What follows belongs to an exercise in optimizing a design on an open flow for small area, a short achievable clock period and few clock cycles per item; a production flow would make more cautious choices. Only simulation tests tie the RTL to the original design; equivalence was not proved. Power figures rest on the tool's default switching activity, not on a simulated workload.

## wallace_mult
module wallace_mult (
	input  logic                  clk,
	input  logic                  rst_n,
	input  logic                  in_valid,
	input  wallace_pkg::operand_t a,
	input  wallace_pkg::operand_t b,
	output logic                  in_credit,
	output logic                  out_valid,
	output wallace_pkg::product_t product,
	input  logic                  out_credit
);
Size: ~70 I/O pins, ~17,000 µm² of cells after synthesis.
export LEC_CHECK = 0
export CAP_MARGIN = 20
export CORE_MARGIN = 2
export CORE_UTILIZATION = 40
export CTS_CLUSTER_DIAMETER = 100
export CTS_CLUSTER_SIZE = 40
export SETUP_SLACK_MARGIN = 1.8
export SLEW_MARGIN = 20
create_clock -name core_clock -period 4.0 [get_ports {clk}]
run.sh (not shown) runs the stock make flow with config.mk's settings and CLKGATE_MAP_FILE= SYNTH_SCRIPT=/design/flow/synth_recipe.tcl, a recipe that flattens the netlist after the stock synthesis.
Testbench counts at the start, summed over its fixed seeds: cycles 3,232, items 3,200.
Change:
- CTS_CLUSTER_DIAMETER: 100 -> unset
- CTS_CLUSTER_SIZE: 40 -> unset
- SETUP_SLACK_MARGIN: 1.8 -> 1.6
The new run completed without violations.
Design area goes down by 2.2%.
Critical path depth goes down by 2.
Clock power goes up by 80%.
Worst hold slack barely changes.

Starting RTL as in the previous note.
clock: 4.0 ns
lec_check: 0
cap_margin: 20
core_margin: 2
core_utilization: 40
setup_slack_margin: 2.0
slew_margin: 20
The first run ran to the end with no violations.
Testbench counts at the start, summed over its fixed seeds: cycles 3,232, items 3,200.
Then changed:
CTS_CLUSTER_DIAMETER = 80   (was unset)
CTS_CLUSTER_SIZE = 30   (was unset)
SETUP_SLACK_MARGIN = 1.8   (was 2.0)
Result: Setup slack gets worse by 0.0072 ns; total power drops by roughly a tenth; register-to-register slack hardly moves; flip-flop and latch count does not change.

== alpha ==
wallace_mult again, from the RTL that the note above started with.
// wallace_mult
module wallace_mult (
	input  logic                  clk,
	input  logic                  rst_n,
	input  logic                  in_valid,
	input  wallace_pkg::operand_t a,
	input  wallace_pkg::operand_t b,
	output logic                  in_credit,
	output logic                  out_valid,
	output wallace_pkg::product_t product,
	input  logic                  out_credit
);
export LEC_CHECK = 0
export ABC_AREA = 1
export CAP_MARGIN = 20
export CORE_MARGIN = 2
export CORE_UTILIZATION = 40
export CTS_CLUSTER_DIAMETER = 80
export CTS_CLUSTER_SIZE = 30
export SETUP_SLACK_MARGIN = 1.8
export SLEW_MARGIN = 20
export TNS_END_PERCENT = 20
create_clock -name core_clock -period 4.0 [get_ports {clk}]
Testbench counts of alpha, summed over its fixed seeds: cycles 3,232, items 3,200.
For beta, these inputs were changed with respect to alpha:
Settings: removing TNS_END_PERCENT (formerly 20); changing SETUP_SLACK_MARGIN from 1.8 to 1.7.
Notes after the runs:
Compared with alpha, in beta relative contribution of combinational cells to total power held steady; number of non-filler instances in the completed layout saw a decrease; final net count -13; global-route wire length before repair rose 2.4%. Reported for beta and alpha, aggregate global routing overflow turned out identical to the last digit. Compared with alpha, beta is more frugal on power. Relative to alpha, the arrival time of the worst setup path of beta is lower by 0.11 ns. Largest stage delay on the critical path: higher on alpha. Going from alpha to beta, wire length reported by the detailed router grew slightly. Relative to alpha, detailed-route via count has decreased by 102 in beta.
Inputs modified between beta and gamma:
Settings: clearing CTS_CLUSTER_DIAMETER, which used to be 80; clearing CTS_CLUSTER_SIZE, which used to be 30; swapping 1.7 for 2.0 in SETUP_SLACK_MARGIN.
[summary]
When gamma is set beside beta, its end-of-flow core utilization turns out to be 5.1 points larger. [compare] base=beta new=gamma: combinational cell power now larger, power per cell area now larger, global-route usage now larger, global-route met3 utilization now larger. beta -> gamma: via count increased by a few percent. The peak per-stage delay on the critical path on beta is in line with that on gamma. Measured against each other, beta and gamma differ in sequential share of layout area, the higher figure coming from beta. In gamma, the fmax came out 0.0037 GHz above the value in beta. Setup WNS beta -> gamma: better.
The following lists how delta was set up differently from gamma:
Settings: an added CTS_CLUSTER_DIAMETER of 80; a change of SETUP_SLACK_MARGIN from 2.0 to 1.8; an added PLACE_DENSITY of 0.75; an added CTS_CLUSTER_SIZE of 30.
==> run summary <==
- Comparing gamma and delta, number of vias per cell after detailed routing is higher on delta.
- Diff gamma -> delta: synthesized cell count held; required arrival time at the worst endpoint stayed essentially flat.

port drivers added, routing unchanged:
In the flow no input, the clock included, has a driving cell. The finished layouts below were timed again as built, in two steps. Step 1 assumes that a clkbuf_16 drives the clock port and a buf_2 every other input. Step 2 also shifts input and output timing later by t, the mid clock arrival at the registers, as if the neighbouring blocks saw the same clock. Three values: ideal, step 1, step 2; two values: the first two.
run | t (ns) | slack for setup (ns) | clock arrival spread, ns
the first run of note 1 | 0.556 | 1.733 / 1.701 / 1.210 | 0.039 / 0.039
the second run of note 1 | 0.583 | 1.560 / 1.560 / 1.144 | 0.014 / 0.013
the first run of note 2 | 0.597 | 1.731 / 1.731 / 1.189 | 0.027 / 0.026
the second run of note 2 | 0.582 | 1.724 / 1.724 / 1.219 | 0.034 / 0.034
alpha | 0.583 | 1.654 / 1.604 / 1.202 | 0.023 / 0.023
beta | 0.581 | 1.760 / 1.709 / 1.252 | 0.029 / 0.029
gamma | 0.576 | 1.779 / 1.779 / 1.537 | 0.016 / 0.016
delta | 0.567 | 1.713 / 1.713 / 1.312 | 0.019 / 0.019
After both steps every run listed still meets setup and hold. For the first run of note 2, which loses most, drivers alone change the setup slack by 0.000 ns; drivers and shift together by -0.542 ns.
